Background: an optimization exercise with open tools, aiming at small area and a short achievable clock period. Do not read the settings as production practice. In this exercise RTL edits were held to simulation tests only and were not proved equivalent to the original. Power figures rest on the tool's default switching activity, not on a simulated workload.

==> flow/design.v <==
module mem_req_buffer #(
    parameter int width_words_p = 4,
    parameter int depth_p       = 8
) (
    input  logic                        clk,
    input  logic                        nreset,
    input  logic                        up_valid_i,
    output logic                        up_ready_o,
    input  logic                        up_we_i,
    input  logic [31:0]                 up_addr_i,
    input  logic [32*width_words_p-1:0] up_wdata_i,
    output logic                        up_valid_o,
    output logic [32*width_words_p-1:0] up_data_o,
    output logic                        dn_valid_o,
    input  logic                        dn_ready_i,
    output logic                        dn_we_o,
    output logic [31:0]                 dn_addr_o,
    output logic [32*width_words_p-1:0] dn_wdata_o,
    input  logic                        dn_valid_i,
    input  logic [32*width_words_p-1:0] dn_data_i
);
    localparam int data_w_lp = 32 * width_words_p;
    localparam int off_w_lp  = $clog2(width_words_p * 4);
    logic [depth_p-1:0]                ent_we_q;
    logic [depth_p-1:0][31:0]          ent_addr_q;
    logic [depth_p-1:0][data_w_lp-1:0] ent_wdata_q;
    logic [depth_p-1:0] wr_oh_q;       
    logic [depth_p-1:0] rd_oh_q;       
    logic [depth_p-1:0] vld_q;         
    logic [depth_p-1:0] cand_q;        
    logic [depth_p-1:0] sel_q;         
    logic               rd_pending_q;
    logic               dn_busy_q;
    logic               dn_is_rd_q;
    logic               up_valid_q;
    logic               rdy_q;         
    logic               dn_valid_q;    
    logic [depth_p-1:0] vld_d, cand_d, wr_oh_d, rd_oh_d, sel_d, match_s, hit_s;
    logic               full_s, accept_s, issue_s, push_s, hit_any_s, cap_s, rsp_rd_s, done_s;
    logic               rd_pending_d, dn_busy_d, dn_is_rd_d;
    logic [data_w_lp-1:0] din_s;
    assign full_s     = &vld_q;
    assign up_ready_o = rdy_q & ~nreset;
    assign accept_s   = up_valid_i & up_ready_o;
    assign dn_valid_o = dn_valid_q;
    assign issue_s    = dn_valid_q & dn_ready_i;
    assign cap_s      = dn_busy_q & dn_is_rd_q;
    assign done_s     = dn_valid_i & dn_busy_q;
    assign rsp_rd_s   = done_s & dn_is_rd_q;
    assign up_valid_o = up_valid_q;
    for (genvar g = 0; g < depth_p; g++) begin : g_match
        logic [31:0] a_s;
        assign a_s        = ent_addr_q[g];
        assign match_s[g] = (a_s[31:off_w_lp] == up_addr_i[31:off_w_lp]);
    end
    assign hit_s     = cand_q & match_s;
    assign hit_any_s = |hit_s;
    assign push_s = accept_s & (up_we_i | ~hit_any_s);
    always_comb begin
        dn_we_o    = 1'b0;
        dn_addr_o  = '0;
        dn_wdata_o = '0;
        up_data_o  = '0;
        for (int i = 0; i < depth_p; i++) begin
            dn_we_o    = dn_we_o    | (rd_oh_q[i] & ent_we_q[i]);
            dn_addr_o  = dn_addr_o  | ({32{rd_oh_q[i]}} & ent_addr_q[i]);
            dn_wdata_o = dn_wdata_o | ({data_w_lp{rd_oh_q[i]}} & ent_wdata_q[i]);
            up_data_o  = up_data_o  | ({data_w_lp{sel_q[i]}} & ent_wdata_q[i]);
        end
    end
    always_comb begin
        wr_oh_d = push_s  ? {wr_oh_q[depth_p-2:0], wr_oh_q[depth_p-1]} : wr_oh_q;
        rd_oh_d = issue_s ? {rd_oh_q[depth_p-2:0], rd_oh_q[depth_p-1]} : rd_oh_q;
        for (int i = 0; i < depth_p; i++) begin
            vld_d[i] = (vld_q[i] & ~(issue_s & rd_oh_q[i])) | (push_s & wr_oh_q[i]);
            if (wr_oh_q[i] & ~full_s)
                cand_d[i] = push_s & up_we_i;
            else
                cand_d[i] = cand_q[i] & ~(issue_s & rd_oh_q[i])
                            & ~(accept_s & up_we_i & match_s[i]);
        end
        sel_d = cap_s ? wr_oh_q : (hit_s & {depth_p{~up_we_i}});
        if (rsp_rd_s)                               rd_pending_d = 1'b0;
        else if (accept_s & ~up_we_i & ~hit_any_s)  rd_pending_d = 1'b1;
        else                                        rd_pending_d = rd_pending_q;
        if (issue_s) begin
            dn_busy_d  = 1'b1;
            dn_is_rd_d = ~dn_we_o;
        end else begin
            dn_busy_d  = dn_busy_q & ~dn_valid_i;
            dn_is_rd_d = dn_is_rd_q;
        end
    end
    assign din_s = cap_s ? dn_data_i : up_wdata_i;
    always_ff @(posedge clk) begin
        for (int i = 0; i < depth_p; i++) begin
            if (wr_oh_q[i] & ~full_s) begin
                ent_we_q[i]    <= up_we_i;
                ent_addr_q[i]  <= up_addr_i;
                ent_wdata_q[i] <= din_s;
            end
        end
    end
    always_ff @(posedge clk) begin
        sel_q <= sel_d;
        if (nreset) begin
            wr_oh_q      <= depth_p'(1);
            rd_oh_q      <= depth_p'(1);
            vld_q        <= '0;
            cand_q       <= '0;
            rd_pending_q <= 1'b0;
            dn_busy_q    <= 1'b0;
            dn_is_rd_q   <= 1'b0;
            up_valid_q   <= 1'b0;
            rdy_q        <= 1'b1;
            dn_valid_q   <= 1'b0;
        end else begin
            wr_oh_q      <= wr_oh_d;
            rd_oh_q      <= rd_oh_d;
            vld_q        <= vld_d;
            cand_q       <= cand_d;
            rd_pending_q <= rd_pending_d;
            dn_busy_q    <= dn_busy_d;
            dn_is_rd_q   <= dn_is_rd_d;
            up_valid_q   <= rsp_rd_s | (accept_s & (up_we_i | hit_any_s));
            rdy_q        <= ~(&vld_d) & ~rd_pending_d;
            dn_valid_q   <= (|vld_d) & ~dn_busy_d;
        end
    end
endmodule
==> flow/run.sh <==
#!/bin/bash
# synth_recipe.tcl (not shown) runs the flow's synth.tcl, then flattens the netlist and writes it again
# the make line also repeats each setting of config.mk as NAME=value (left out here)
make -C /OpenROAD-flow-scripts/flow DESIGN_CONFIG=/design/flow/config.mk WORK_HOME=/design/flow/orfs CLKGATE_MAP_FILE= SYNTH_SCRIPT=/design/flow/synth_recipe.tcl finish
==> flow/config.mk <==
export PLATFORM = sky130hd
export DESIGN_NAME = mem_req_buffer
export DESIGN_NICKNAME = mem_req_buffer
export VERILOG_FILES = /design/flow/design.v
export SDC_FILE = /design/flow/constraint.sdc
export NUM_CORES = 4
export LEC_CHECK = 0
export CAP_MARGIN = 20
export CORE_MARGIN = 2
export CORE_UTILIZATION = 40
export SLEW_MARGIN = 20
==> flow/constraint.sdc <==
create_clock -name core_clock -period 10.0 [get_ports {clk}]
set_input_delay 2.0000 -clock core_clock [delete_from_list [all_inputs] [get_ports {clk}]]
set_output_delay 2.0000 -clock core_clock [all_outputs]
set_load 0.01 [all_outputs]
==> results.toml, run 1 <==
[floorplan]
starting_utilization_of_the_core_area_pct = 40.32
placeableCoreArea_mm2 = 0.1395
fp.dieH_um = 379.0
rows = 137
io_pins = 586
design.die.area_mm2 = 0.1437
die_width_um = 379.0

[synth]
yosys.area.top_type = "edfxtp_1"
sequential_to_total_area_share_from_yosys_stat_pct = 70.39
synthesis.area_per_instance_um2 = 14.20
synth_cell_type_count = 37
synthesis.instances = 3963
synth.cell_area_mm2 = 0.05626
synth_top_area_share_pct = 68.75
postSynthRegisterBits = 1334
syn_nets = 4257
yosysWarningCount = 1
ys_top_cells_by_area = "edfxtp_1 (69%), a22oi_1 (15%), nand4_1 (3.6%), xor2_1 (3.1%), nand2_1 (2.9%)"

[timing]
worst_slew_margin_rel_pct = 23.02
final_max_slew_viol_count = 0
worst_slew_pin_slew_ns = 1.155
final_hold_viol_count = 0
finalSetupViolations = 0
fin_worst_skew_ns = 0.02541
layout_min_cycle_time_ns = 6.128
rsz0062_at_grt = "false"
clock.fmax_mhz = 163.2
tns_ns = 0
finalCritPeriodShare_pct = 61.28

[final_layout]
layout-drive-gt1-share_pct = 6.532
layout.filler_cells = 11980
regArea_mm2 = 0.03966
layout_commonest_cell = "edfxtp_1"
mostFrequentLayoutCells = "edfxtp_1 (1288), a22oi_1 (1157), clkdlybuf4s50_1 (585), nand2_1 (439), nand4_1 (320)"
design.final.nets = 4728
finish.instance_area_mm2 = 0.06841
multi_input_comb_area_mm2 = 0.01535
area_growth_pct = 21.60

[drt]
drcViolationCount = 0
drtPass1Iterations = 6
drt-wirelength-per-cell_um = 30.97
vias = 41150
drtIter0Drc = 5264
finalWirelength_mm = 198.9
route.antenna.remaining_nets = 0
routed_via_density = 6.406

[pwr]
intPower_uw = 9665
irDropWorstVdd_v = 0.0001321
swShare_pct = 21.83
switching_power_uw = 2700
p_comb_share_pct = 6.3
share_seq_of_total_power_pct = 51.0
p_leak_uw = 0.02148
p_clk_share_pct = 42.7
power.density_mw_per_mm2 = 180.7

[worst_setup_path]
timing_worst_setup_path_type = "flop to output port"
startpoint_of_the_most_critical_setup_path = "rd_oh_q[3]"
crit_path_start_kind = "flop"
regToRegStartpoint = "vld_q[0]"
worst-path-max-fanout = 43
worst_ep_required_time_ns = 8.00
arrival_ns = 4.13
critPathCaptureType = "output port"

[clocking]
cts_num_sinks = 1334
cts.reportedPaths.clkPinSlew_ns = 0.06
tritoncts_clock_tree = "yes"
cts_resized = 0
clock_tree.htree_level_count = 4
cts_inserted_buffers = 143
cts_setup_buffers = 0
clkLatencyLatePin_ns = 0.78
clock_tree_root = "clkbuf_16"
clockBufferDepth = 3
hold_buffers = 0

[global_route]
antenna_found_initial = 4
grt.overflow.total = 0
global_route_met3_utilization_pct = 5.772
grt_pass1_vias = 40370
groute.usage.overall_pct = 26.71
grt-busiest-layer = "met2"
grt_pass1_wl_mm = 279.4
grt_start_max_net_pins = 90
grt.met1_usage_pct = 36.23
global_route.usage.met2_pct = 42.13

[placed_design]
gpl.final_weighted_congestion = 0.8698
place_area_mm2 = 0.06375
hpwlAfterDp_mm = 108.3
buffer_ports.inserted = 585

[hold_path]
worstHoldStart = "wr_oh_q[3]"
hold_path_class = "flop to flop"

[outcome]
outcome = "timing/DRC/antenna clean"

[job]
maxCapViolations = 0
[cell type report]
type,instances,area share (%)
Clock buffer,169,5.436
Clock inverter,89,1.379
Sequential cell,1334,57.97
Tap cell,1876,3.431
Timing Repair Buffer,648,9.306
Multi-Input combinational cell,2301,22.44
Antenna cell,1,0.003658
Inverter,6,0.03292
[power groups by stage]
stage	clock network (µW)	registers [µW]	logic, µW
final	5280	6310	776
after global routing	5570	6310	823
after CTS	5350	6300	777
after detailed placement	0	6420	773
after global placement	0	6420	771
after floorplan	0	6410	324
[state kept, by name, summed over array words and instances (netlist names), 8 cells and up]
register,flops
vld_q,8
rd_oh_q,8
wr_oh_q,8
ent_we_q,8
cand_q,8
sel_q,8
ent_wdata_q,1024
ent_addr_q,256
[synth_stat cells]
master / count
nand2_1: 440
and2_1: 11
xnor2_1: 24
nand3_1: 8
nor3_1: 1
clkbuf_1: 270
or4_1: 1
nor4_1: 53
o21ai_0: 4
nor2b_1: 2
o41ai_4: 1
a22oi_1: 1157
o31a_1: 1
xor2_1: 200
nand3_2: 2
a21oi_1: 34
o2bb2ai_2: 1
buf_4: 28
and3_1: 1
nor4b_4: 1
and4b_1: 7
nor2_1: 13
clkinv_1: 1
nand4_1: 320
or2_0: 1
a31oi_1: 1
dfxtp_1: 46
and4_1: 1
a211oi_1: 8
a41oi_1: 1
o31ai_1: 1
o22ai_1: 3
edfxtp_1: 1288
inv_1: 5
nand4b_1: 1
buf_1: 24
a222oi_1: 2
[worst max-delay path, stage by stage (launching register included)]
cell,delay (ns)
dfxtp_4,0.82
buf_4,0.67
buf_4,0.73
a22oi_1,0.22
nand4_1,0.16
clkdlybuf4s50_1,0.68
[path summary, 6_finish.rpt]
check,endpoint,slack (ns),cells after the start
max,dn_wdata_o[88],3.87,5
min reg2reg,sel_q[3],0.48,2
max reg2reg,ent_wdata_q[597],6.17,5
min,sel_q[3],0.48,2
[logic make-up after synthesis]
family,synth area share [%]
flops,70.39
xor+xnor,3.487
buf+inv,2.375
simple gates,7.664
compound gates,16.08
[per-stage QoR]
step                power [µW]  util [%]  hold WS, ns  worst slack, ns  cells
floorplan                 6736         -       0.4401            5.099   3963
global placement          7191     45.69       0.4766            4.562   6165
detailed placement        7194     45.69       0.4734            4.548   6165
CTS                      12430     49.03       0.4844            3.888   6423
global route             12710     49.03       0.5304            3.809   6423
finish                   12370     49.03       0.4821            3.872   6424
[metal layers]
| metal | part of all wire [%] | routed length (µm) |
|---|---|---|
| met1 | 40 | 79040 |
| met3 | 10 | 20360 |
| met5 | 0.0035 | 7 |
| met2 | 47 | 92980 |
| met4 | 3.3 | 6538 |
==> inputs of run 2 (changes only) <==
--- a/flow/config.mk
+++ b/flow/config.mk
@@ -10,2 +10,3 @@
 export CORE_UTILIZATION = 40
+export SETUP_SLACK_MARGIN = 5
 export SLEW_MARGIN = 20
==> run 2 against run 1 <==
Sequential share of layout area shrank 0.85 points. Combinational power is 3.1% higher. Die area stayed put. Register-to-register slack improved by 0.02 ns. Critical endpoint is now up_data_o[2]. Highest routed layer unchanged.
==> results.toml, run 2 <==
[outcome]
outcome = "timing/DRC/antenna clean"

[worst_setup_path]
startpoint_of_the_most_critical_setup_path = "sel_q[6]"
timing.rr.end = "ent_wdata_q[597]"
r2r_slack_ns = 6.19
critPathCaptureType = "output port"
worst-path-max-fanout = 47
crit_path_start_kind = "flop"
worst_ep_required_time_ns = 8.00
worst-r2r-cell-count = 5
regToRegStartpoint = "vld_q[0]"
timing_worst_setup_path_type = "flop to output port"
arrival_ns = 2.98

[synth]
synth_top_area_share_pct = 68.75
synth_cell_type_count = 37
synthArstFlopShare_pct = 0
synthesis.area_per_instance_um2 = 14.20
synth.cell_area_mm2 = 0.05626
postSynthRegisterBits = 1334
synth_flop_cell = "edfxtp_1"
synthesis.instances = 3963
syn_nets = 4257
sequential_to_total_area_share_from_yosys_stat_pct = 70.39
yosysWarningCount = 1
synth_top_cells_by_count = "edfxtp_1 (1288), a22oi_1 (1157), nand2_1 (440)"
synth_enable_flop_cells = 1288
ys_top_cells_by_area = "edfxtp_1 (69%), a22oi_1 (15%), nand4_1 (3.6%), xor2_1 (3.1%), nand2_1 (2.9%)"
yosys.area.top_type = "edfxtp_1"
synth_most_common_cell = "edfxtp_1"

[floorplan]
placeableCoreArea_mm2 = 0.1395
die_width_um = 379.0
starting_utilization_of_the_core_area_pct = 40.32
io_pins = 586
design.die.area_mm2 = 0.1437
rows = 137
fp.dieH_um = 379.0

[final_layout]
finalNonFillerCells = 6470
mostFrequentLayoutCells = "edfxtp_1 (1288), a22oi_1 (1157), clkdlybuf4s50_1 (582), nand2_1 (439), nand4_1 (320)"
regArea_mm2 = 0.03966
layout.filler_cells = 11880
area_growth_pct = 23.42
post-route-util_pct = 49.76
layout_commonest_cell = "edfxtp_1"
multi_input_comb_area_mm2 = 0.01535
max_ffs_per_register = 1024
largest-register = "ent_wdata_q"
reg.largest.list = "ent_wdata_q (1024), ent_addr_q (256)"
layout-drive-gt1-share_pct = 7.429
design.final.nets = 4771

[clocking]
clock_tree_root = "clkbuf_16"
cts_num_sinks = 1334
hold_buffers = 0
cts.reportedPaths.clkPinSlew_ns = 0.06
clockBufferDepth = 3
cts_inserted_buffers = 143
clkLatencyLatePin_ns = 0.77
clock_tree.htree_level_count = 4
tritoncts_clock_tree = "yes"

[timing]
final_max_slew_viol_count = 0
worst_slew_pin_slew_ns = 1.099
clock.fmax_mhz = 201.0
worst_slew_margin_rel_pct = 26.71
tns_ns = 0
finalCritPeriodShare_pct = 49.76
fin_worst_skew_ns = 0.02994
final_hold_viol_count = 0
rsz0062_at_grt = "false"
layout_min_cycle_time_ns = 4.976
finalSetupViolations = 0

[global_route]
groute.usage.overall_pct = 27.77
grt.overflow.total = 0
grt_pass1_wl_mm = 287.8
antenna_found_initial = 4
grt_start_max_net_pins = 90
grt_pass1_vias = 40650

[hold_path]
worstHoldStart = "wr_oh_q[3]"
hold_path_class = "flop to flop"
worst_hold_path.num_cells = 2
whs_endpoint = "sel_q[3]"

[drt]
drt-wirelength-per-cell_um = 31.90
routed_via_density = 6.457
drcViolationCount = 0
drtPass1Iterations = 8
vias = 41780
route.antenna.remaining_nets = 0
finalWirelength_mm = 206.4
drtIter0Drc = 5585

[placed_design]
cell_count_post_placement = 6165
hpwlAfterDp_mm = 108.3
buffer_ports.inserted = 585
gpl.final_weighted_congestion = 0.8698

[pwr]
p_leak_uw = 0.02191
total_power_uw = 12390
irDropWorstVdd_v = 0.0001314
power.density_mw_per_mm2 = 178.5

[job]
maxCapViolations = 0
-- run 2: through the flow --
step / instance area (µm²) / hold slack [ns] / setup slack (ns)
6_report: 69430 / 0.4872 / 5.024
5_1_grt: 69420 / 0.5278 / 5.005
4_1_cts: 69310 / 0.4844 / 4.978
3_5_place_dp: 63750 / 0.4734 / 4.548
3_3_place_gp: 63750 / 0.4766 / 4.562
2_1_floorplan: 56260 / 0.4401 / 5.099
-- run 2: critical path: stages (launching register included) --
cell	delay [ns]
dfxtp_4	0.65
buf_8	0.46
a22oi_1	0.16
nand4_1	0.30
clkdlybuf4s50_1	0.61
-- run 2: worst max-delay path by stage --
stage / depth (start not counted) / slack, ns / to
final: 4 / 5.02 / up_data_o[2]
after global routing: 4 / 5.01 / up_data_o[47]
after CTS: 4 / 4.98 / dn_wdata_o[84]
after detailed placement: 4 / 4.55 / up_ready_o
after global placement: 4 / 4.56 / up_ready_o
after floorplan: 5 / 5.10 / cand_q[2]
-- run 2: where the power goes --
| group | internal [µW] | switching (µW) | total, µW |
|---|---|---|---|
| Combinational | 349 | 451 | 800 |
| Sequential | 6240 | 59.2 | 6300 |
| Clock | 3080 | 2210 | 5290 |
| Total | 9670 | 2720 | 12400 |
-- run 2: routing by layer --
| layer | vias to the layer above | wire length (µm) | global-route usage (%) | share of wire [%] |
|---|---|---|---|---|
| li1 | 17270 | - | - | - |
| met3 | 520 | 22190 | 6.026 | 11 |
| met5 | - | 7 | 0 | 0.0034 |
| met4 | 2 | 7766 | 11.16 | 3.8 |
| met2 | 2822 | 96500 | 44.02 | 47 |
| met1 | 21160 | 79970 | 37.15 | 39 |
-- run 2: layout make-up --
class	count	share of cell area [%]
well taps	1876	3.381
diodes	4	0.01442
clock buffers	169	5.356
flip-flops and latches	1334	57.12
inverters	6	0.03244
multi-input cells	2301	22.12
repair buffers	691	10.62
clock inverters	89	1.359
-- run 2: cell families after synthesis --
| kind of cell | count (synthesis) | share of synthesized area [%] |
|---|---|---|
| buffers and inverters | 328 | 2.375 |
| xor gates and xnor gates | 224 | 3.487 |
| DFF | 1334 | 70.39 |
| and+or+nand+nor | 863 | 7.664 |
| AOI/OAI and AO/OA | 1214 | 16.08 |
-- run 2: repair_timing --
item | 4_1_cts | 5_1_grt
cloned | 2 | 0
resized for setup | 89 | 8
setup buffers | 31 | 10
setup endpoints to repair | 264 | 41
==> inputs of run 3 (changes only) <==
==> flow/flow/run.sh (new file) <==
#!/bin/bash
# Layout: the standard flow (standard.sh) with the port buffers made of
# the smallest buffer cell and a setup target tighter than the clock period,
# so that timing repair works towards the shortest achievable period.
# The make output goes to flow_make.log; each ORFS step logs to orfs/logs/.
set -euo pipefail
bash standard.sh \
    "BUFFER_PORTS_ARGS=-buffer_cell sky130_fd_sc_hd__buf_1" \
    SETUP_SLACK_MARGIN=5.6 \
    finish > flow_make.log 2>&1
==> flow/standard.sh (new file) <==
#!/bin/bash
# synth_recipe.tcl (not shown) runs the flow's synth.tcl, then flattens the netlist and writes it again
# the make line also repeats each setting of config.mk as NAME=value (left out here)
make -C /OpenROAD-flow-scripts/flow DESIGN_CONFIG=/design/flow/config.mk WORK_HOME=/design/flow/orfs CLKGATE_MAP_FILE= SYNTH_SCRIPT=/design/flow/synth_recipe.tcl "${@:-finish}"
--- a/flow/config.mk
+++ b/flow/config.mk
@@ -9,4 +9,5 @@
 export CORE_MARGIN = 2
-export CORE_UTILIZATION = 40
-export SETUP_SLACK_MARGIN = 5
+export CORE_UTILIZATION = 60
+export CTS_CLUSTER_DIAMETER = 80
+export CTS_CLUSTER_SIZE = 28
 export SLEW_MARGIN = 20
removed: flow/run.sh
==> run 3 against run 2 <==
First-iteration DRC count is 11% higher. Wire length is 6.6% lower. Flip-flop and latch count stayed put. Critical path depth stayed put. Core utilization is 18 points higher. The layout now fails its checks (antenna rules). Count of clock-buffer cells in the layout is 96 lower. Sequential share of layout area is 6.0 points higher. Sequential power hardly changed. Largest cell class unchanged. Global-route usage is 11 points higher. Total power is 21% lower. Fmax is 12% higher.
==> results.toml, run 3 <==
[synth]
synth_top_cells_by_count = "edfxtp_1 (1288), a22oi_1 (1157), nand2_1 (440)"
syn_nets = 4257
synthesis.area_per_instance_um2 = 14.20
synth.cell_area_mm2 = 0.05626
sequential_to_total_area_share_from_yosys_stat_pct = 70.39
synth_flop_cell = "edfxtp_1"
synthesis.instances = 3963
synth_top_area_share_pct = 68.75
yosysWarningCount = 1
post_synth_and_or_nand_nor_area_fraction_pct = 7.664
yosys.area.top_type = "edfxtp_1"
synth_enable_flop_cells = 1288
postSynthRegisterBits = 1334
ys_top_cells_by_area = "edfxtp_1 (69%), a22oi_1 (15%), nand4_1 (3.6%), xor2_1 (3.1%), nand2_1 (2.9%)"
synth_top_family_by_area = "compound AO/OA/AOI/OAI gates"
synth_cell_type_count = 37
synth_compound_gate_area_share_pct = 16.08
post_synth_xor_area_fraction_pct = 3.487
synth.area.mux_share_pct = 0
synth_adder_area_share_pct = 0
synth_most_common_cell = "edfxtp_1"
synthArstFlopShare_pct = 0

[worst_setup_path]
critPathCaptureType = "output port"
arrival_ns = 2.46
timing_worst_setup_path_type = "input pin to output port"
timing.rr.end = "ent_wdata_q[214]"
worst_ep_required_time_ns = 8.00
r2r_slack_ns = 6.20
regToRegStartpoint = "vld_q[0]"
worst-path-max-fanout = 3
crit_path_start_kind = "input pin"
worst-r2r-cell-count = 5

[drt]
drtPass1Iterations = 7
drtIter0Drc = 6201
drcViolationCount = 0
route.antenna.remaining_nets = 1
drt-wirelength-per-cell_um = 33.79
finalWirelength_mm = 192.8
routed_via_density = 7.236
vias = 41280

[global_route]
grt_pass1_vias = 39150
grt_pass1_wl_mm = 270.1
antenna_found_initial = 5
groute.usage.overall_pct = 39.11
grt.overflow.total = 0
grt_start_max_net_pins = 124

[timing]
final_max_slew_viol_count = 0
finalCritPeriodShare_pct = 44.61
final_hold_viol_count = 0
layout_min_cycle_time_ns = 4.461
tns_ns = 0
worst_slew_pin_slew_ns = 1.176
finalSetupViolations = 0
clock.fmax_mhz = 224.2
fin_worst_skew_ns = 0.04776
hold-worst-slack_ns = 0.4883
rsz0062_at_grt = "true"
worst_slew_margin_rel_pct = 21.63

[final_layout]
design.final.nets = 4708
regArea_mm2 = 0.03966
max_ffs_per_register = 1024
finish.instance_area_mm2 = 0.06280
multi_input_comb_area_mm2 = 0.01543
mostFrequentLayoutCells = "edfxtp_1 (1288), a22oi_1 (1156), buf_1 (573), nand2_1 (439), nand4_1 (320)"
reg.largest.list = "ent_wdata_q (1024), ent_addr_q (256)"
layout-drive-gt1-share_pct = 5.738
layout.filler_cells = 6681
area_growth_pct = 11.64
largest-register = "ent_wdata_q"
layout_commonest_cell = "edfxtp_1"

[hold_path]
whs_endpoint = "sel_q[3]"
worstHoldStart = "wr_oh_q[3]"
hold_path_class = "flop to flop"
worst_hold_path.num_cells = 2

[clocking]
clkLatencyLatePin_ns = 0.71
clock_tree.htree_level_count = 2
cts.reportedPaths.clkPinSlew_ns = 0.11
cts_inserted_buffers = 56
cts_num_sinks = 1334
hold_buffers = 0
clock_tree_root = "clkbuf_16"
tritoncts_clock_tree = "yes"
clockBufferDepth = 3

[floorplan]
starting_utilization_of_the_core_area_pct = 60.37
io_pins = 586
placeableCoreArea_mm2 = 0.09319
rows = 112
fp.dieH_um = 310.2
design.die.area_mm2 = 0.09623
die_width_um = 310.2

[placed_design]
hpwlAfterDp_mm = 96.50
buffer_ports.inserted = 585
gpl.final_weighted_congestion = 0.8833
place_area_mm2 = 0.05925

[pwr]
intPower_uw = 7572
p_leak_uw = 0.01930
p_comb_share_pct = 6.5
irDropWorstVdd_v = 0.0001333
power.density_mw_per_mm2 = 155.3
share_seq_of_total_power_pct = 64.5
swShare_pct = 22.36
p_clk_share_pct = 29.0
switching_power_uw = 2181

[outcome]
violatedChecks = "antenna rules"
outcome = "failed layout checks"

[job]
maxCapViolations = 0
==> run 3: worst max path at each step <==
stage	start	to	slack, ns	depth (start not counted)
4_1_cts	nreset	up_ready_o	5.55	4
5_1_grt	up_addr_i[20]	rdy_q	5.50	9
6_report	nreset	up_ready_o	5.54	4
3_3_place_gp	up_addr_i[6]	rdy_q	4.99	9
2_1_floorplan	nreset	up_ready_o	5.78	1
3_5_place_dp	up_addr_i[6]	rdy_q	4.95	9
==> run 3: layout make-up <==
| class | instances | share of cell area (%) |
|---|---|---|
| clock inverters | 15 | 0.2610 |
| clock buffers | 73 | 2.437 |
| inverters | 6 | 0.03586 |
| multi-input cells | 2301 | 24.56 |
| well taps | 1254 | 2.498 |
| diodes | 7 | 0.02789 |
| flip-flops and latches | 1334 | 63.15 |
| repair buffers | 715 | 7.029 |
==> run 3: cells by family after synthesis <==
group           Yosys count
flops                  1334
simple gates            863
compound gates         1214
buf+inv                 328
xor+xnor                224
==> run 3: per-layer routing <==
layer  track usage, %  up-vias  routed length (µm)  share of wire (%)
met2            60.94     3151               88880                 46
met4            17.51        8                9672                5.0
met3            9.263      518               24700                 13
met5                0        -                  50              0.026
li1                 -    17060                   -                  -
met1            52.83    20540               69480                 36
==> run 3: power by group through the flow <==
stage,logic (µW),registers [µW],clock network [µW]
after floorplan,325,6400,0
after global placement,583,6420,0
after detailed placement,587,6420,0
after CTS,616,6290,2840
after global routing,676,6300,3020
final,635,6290,2830
==> run 3: repair_timing <==
item	in CTS	in global routing
cloned	14	1
endpoints found under the setup margin	288	47
setup buffers	44	21
pin swaps	0	2
hold endpoints to repair	0	0
gates resized for setup	97	25
==> run 3: critical path: stages <==
cell and delay [ns]:
buf_12 0.10, buf_12 0.11, nor2b_4 0.13, buf_6 0.11
==> run 3: through the flow <==
stage                     std cells  utilization [%]  setup slack [ns]  total power [µW]
after detailed placement       5530            63.58             4.950              7011
final                          5705            67.39             5.539              9753
after global routing           5698            67.37             5.497             10000
after floorplan                3963                -             5.782              6728
after CTS                      5676            67.04             5.546              9745
after global placement         5530            63.58             4.993              7006
==> inputs of run 4 (changes only) <==
--- a/flow/design.v
+++ b/flow/design.v
@@ -43,3 +43,3 @@
     assign up_ready_o = rdy_q & ~nreset;
-    assign accept_s   = up_valid_i & up_ready_o;
+    assign accept_s   = up_valid_i & rdy_q;
     assign dn_valid_o = dn_valid_q;
==> flow/flow/run.sh (replaced) <==
#!/bin/bash
# Layout: the standard flow (standard.sh) with the port buffers made of
# the smallest buffer cell and a setup target tighter than the clock period,
# so that timing repair works towards the shortest achievable period.
# If the routed layout is left with an antenna violation, the layout is made
# again at a lower utilisation, which leaves room for the repair diodes.
# Logs: flow_make*.log (make output), antenna*.log, and orfs/logs/ per step.
set -euo pipefail
RES=orfs/results/$FLOW_PLATFORM/mem_req_buffer/base

run_layout() {
    bash standard.sh \
        "BUFFER_PORTS_ARGS=-buffer_cell sky130_fd_sc_hd__buf_1" \
        SETUP_SLACK_MARGIN=5.6 "$@" \
        finish
}

antenna_count() {
    printf 'read_db %s\ncheck_antennas\n' "$RES/6_final.odb" > antenna_check.tcl
    openroad -no_init -exit antenna_check.tcl > "$1" 2>&1 || true
    local n
    n=$(sed -n 's/.*Found \([0-9]*\) net violations.*/\1/p' "$1" | tail -1)
    echo "${n:-1}"
}

run_layout > flow_make.log 2>&1
if [[ "$(antenna_count antenna.log)" != "0" ]]; then
    mv orfs/logs logs_first
    rm -rf orfs
    rm -f out/final.def
    run_layout CORE_UTILIZATION=50 > flow_make_retry.log 2>&1
    antenna_count antenna_retry.log > /dev/null
fi
==> run 4 against run 3 <==
The run now finishes clean. Fmax grew 1.2%. Critical path depth is the same. Sequential power grew 1%. Die area grew 0.47%. Core utilization grew 0.14 points. Count of clock-buffer cells in the layout grew 4. Critical endpoint unchanged. Critical path type unchanged. Flip-flop and latch count is the same. First-iteration DRC count grew 15%. Clock skew shrank 0.021 ns. Clock power grew 2%. Highest routed layer unchanged.
==> results.toml, run 4 <==
[drt]
route.antenna.remaining_nets = 0
drtPass1Iterations = 6
finalWirelength_mm = 198.6
routed_via_density = 7.345
drcViolationCount = 0
drtIter0Drc = 7104
drt-wirelength-per-cell_um = 34.64
vias = 42110

[final_layout]
design.final.nets = 4740
layout_commonest_cell = "edfxtp_1"
area_growth_pct = 11.49
layout.filler_cells = 6681
largest-register = "ent_wdata_q"
max_ffs_per_register = 1024
reg.largest.list = "ent_wdata_q (1024), ent_addr_q (256)"
mostFrequentLayoutCells = "edfxtp_1 (1288), a22oi_1 (1154), buf_1 (557), nand2_1 (428), nand4_1 (318)"
layout-drive-gt1-share_pct = 6.008

[pwr]
p_clk_share_pct = 28.9
swShare_pct = 23.48
switching_power_uw = 2360
p_leak_uw = 0.01943
power.density_mw_per_mm2 = 159.4
share_seq_of_total_power_pct = 63.4
irDropWorstVdd_v = 0.0002107
p_comb_share_pct = 7.7
intPower_uw = 7688

[timing]
final_max_slew_viol_count = 0
rsz0062_at_grt = "true"
finalCritPeriodShare_pct = 44.10
worst_slew_margin_rel_pct = 26.58
finalSetupViolations = 0
layout_min_cycle_time_ns = 4.410
worst_slew_pin_slew_ns = 1.101
final_hold_viol_count = 0
fin_worst_skew_ns = 0.02646
tns_ns = 0
hold-worst-slack_ns = 0.5256
clock.fmax_mhz = 226.8

[synth]
ys_top_cells_by_area = "edfxtp_1 (68%), a22oi_1 (15%), nand4_1 (3.5%), xor2_1 (3.5%), nand2_1 (2.8%)"
yosysWarningCount = 1
synthesis.instances = 3997
synthesis.area_per_instance_um2 = 14.14
synth_most_common_cell = "edfxtp_1"
synth_top_area_share_pct = 68.42
synth_enable_flop_cells = 1288
yosys.area.top_type = "edfxtp_1"
synth_top_cells_by_count = "edfxtp_1 (1288), a22oi_1 (1156), nand2_1 (429)"
synth_flop_cell = "edfxtp_1"
synthArstFlopShare_pct = 0
sequential_to_total_area_share_from_yosys_stat_pct = 70.05
synth.cell_area_mm2 = 0.05653
syn_nets = 4291
postSynthRegisterBits = 1334
synth_cell_type_count = 40

[clocking]
cts.reportedPaths.clkPinSlew_ns = 0.10
clockBufferDepth = 3
cts_num_sinks = 1334
clock_tree_root = "clkbuf_16"
hold_buffers = 0
cts_inserted_buffers = 57
clock_tree.htree_level_count = 2
clkLatencyLatePin_ns = 0.73
tritoncts_clock_tree = "yes"

[worst_setup_path]
timing.critical_path.slowest_stage_cell = "buf_12"
buffering_stage_count_on_the_worst_path_with_inverters_included = 3
top_family_by_delay_on_critical_path = "buffers and inverters"
arrival_ns = 2.41
max_stage_delay_ns = 0.11
worst_ep_required_time_ns = 8.00
cp_cell_sequence = "buf_8 > buf_12 > nor2b_4 > buf_6"
timing_worst_setup_path_type = "input pin to output port"
critPathCaptureType = "output port"
crit_path_start_kind = "input pin"
worst-path-max-fanout = 2

[floorplan]
io_pins = 586
design.die.area_mm2 = 0.09668
die_width_um = 310.9
placeableCoreArea_mm2 = 0.09333
fp.dieH_um = 310.9
rows = 112
starting_utilization_of_the_core_area_pct = 60.57

[global_route]
grt.overflow.total = 0
grt_pass1_vias = 40260
grt_pass1_wl_mm = 281.0
grt_start_max_net_pins = 137
groute.usage.overall_pct = 39.96
antenna_found_initial = 7

[placed_design]
gpl.final_weighted_congestion = 0.9418
hpwlAfterDp_mm = 101.2
buffer_ports.inserted = 585

[job]
maxCapViolations = 0

[hold_path]
hold_path_class = "flop to flop"

[outcome]
outcome = "timing/DRC/antenna clean"
==> run 4: changes by cell type after synthesis, moves of 5 or more <==
cell	delta
buf_4	-11
buf_6	+12
nor4_1	+30
nor2_1	+12
a21o_1	+5
and4b_1	-7
xor2_1	+24
xnor2_1	-24
mux2i_1	+5
nand3_1	-5
nand2_1	-11
a21oi_1	-7
==> run 4: cells by family (layout without fill, tap and decap cells) <==
group | Yosys count | count (layout) | share of synthesized area (%)
flops | 1334 | 1334 | 70.05
compound gates | 1216 | 1216 | 16.11
simple gates | 888 | 888 | 7.820
buf+inv | 330 | 810 | 2.464
xor+xnor | 224 | 224 | 3.471
mux | 5 | 5 | 0.08854
other cells | 0 | 2 | 0
==> run 4: layout make-up <==
class / instances / area, µm² / area share, %
flip-flops and latches: 1334 / 39660 / 62.92
multi-input cells: 2333 / 15600 / 24.75
repair buffers: 714 / 4403 / 6.986
clock buffers: 77 / 1607 / 2.549
well taps: 1254 / 1569 / 2.489
clock inverters: 13 / 163.9 / 0.2601
inverters: 6 / 22.52 / 0.03573
diodes: 2 / 5.005 / 0.007941
==> run 4: through the flow <==
step / setup WS [ns] / power [µW] / area (µm²) / std cells / util [%]
floorplan: 5.623 / 6869 / 56540 / 3997 / -
global placement: 4.764 / 7210 / 59470 / 5561 / 63.72
detailed placement: 4.734 / 7218 / 59470 / 5561 / 63.72
CTS: 5.574 / 10030 / 62740 / 5711 / 67.22
global route: 5.565 / 10290 / 63020 / 5732 / 67.53
finish: 5.590 / 10050 / 63030 / 5733 / 67.53
==> run 4: what timing repair did <==
item	4_1_cts	5_1_grt
cloned	10	3
pin swaps	0	2
endpoints found under the setup margin	292	33
resized for setup	108	41
buffers inserted	50	16
==> run 4: path summary, 6_finish.rpt <==
path	slack [ns]	depth (start not counted)	end	startpoint
max	5.59	4	up_ready_o	nreset
min	0.53	2	wr_oh_q[6]	wr_oh_q[6]
max reg2reg	6.32	5	ent_wdata_q[464]	vld_q[1]
min reg2reg	0.53	2	wr_oh_q[6]	wr_oh_q[6]
==> run 4: metal layers <==
| layer | track usage [%] | part of all wire [%] | up-vias | wire (µm) |
|---|---|---|---|---|
| met5 | 0 | 0.029 | - | 57 |
| met4 | 14.08 | 3.9 | 8 | 7739 |
| li1 | - | - | 17210 | - |
| met1 | 56.02 | 37 | 20920 | 72530 |
| met2 | 61.59 | 46 | 3472 | 90440 |
| met3 | 9.784 | 14 | 497 | 27830 |
==> run 4: worst min-delay path, cell delays in order (launching register included) <==
cell	delay (ns)
dfxtp_1	0.36
nand2_1	0.07
a21oi_1	0.05
==> run 4: power groups by stage <==
| stage | combinational, µW | sequential (µW) | clock [µW] |
|---|---|---|---|
| after detailed placement | 711 | 6510 | 0 |
| after global placement | 704 | 6510 | 0 |
| after floorplan | 399 | 6470 | 0 |
| after global routing | 819 | 6380 | 3090 |
| final | 776 | 6370 | 2900 |
| after CTS | 759 | 6360 | 2910 |

[re-timing with driven ports]
The flow's constraints put no driver on any port. The routed layouts listed below were extracted and timed again, unchanged, in two steps. Step 1: set_driving_cell puts a clkbuf_16 on clk and a buf_2 on each other input, an assumption about the parent block. Step 2 also shifts input and output timing later by t, the mid clock arrival at the registers, as if the neighbouring blocks saw the same clock. Slacks: ideal / step 1 / step 2; pairs: ideal / step 1.
| run | t (ns) | slack for setup (ns) | hold WS [ns] | worst setup path at the end | cell pins on the clock port's net |
|---|---|---|---|---|---|
| run 1 | 0.844 | 3.872 / 3.790 / 4.506 | 0.482 / 0.482 / 0.482 | input to output | 1 |
| run 2 | 0.839 | 5.024 / 4.945 / 4.563 | 0.487 / 0.487 / 0.487 | input to register | 1 |
| run 3 | 0.762 | 5.539 / 5.490 / 4.923 | 0.488 / 0.488 / 0.488 | input to register | 1 |
| run 4 | 0.796 | 5.590 / 5.543 / 4.967 | 0.526 / 0.526 / 0.526 | input to register | 1 |
The setup slack of run 4, which loses most, moves by -0.047 ns with the drivers and by -0.623 ns with both steps.
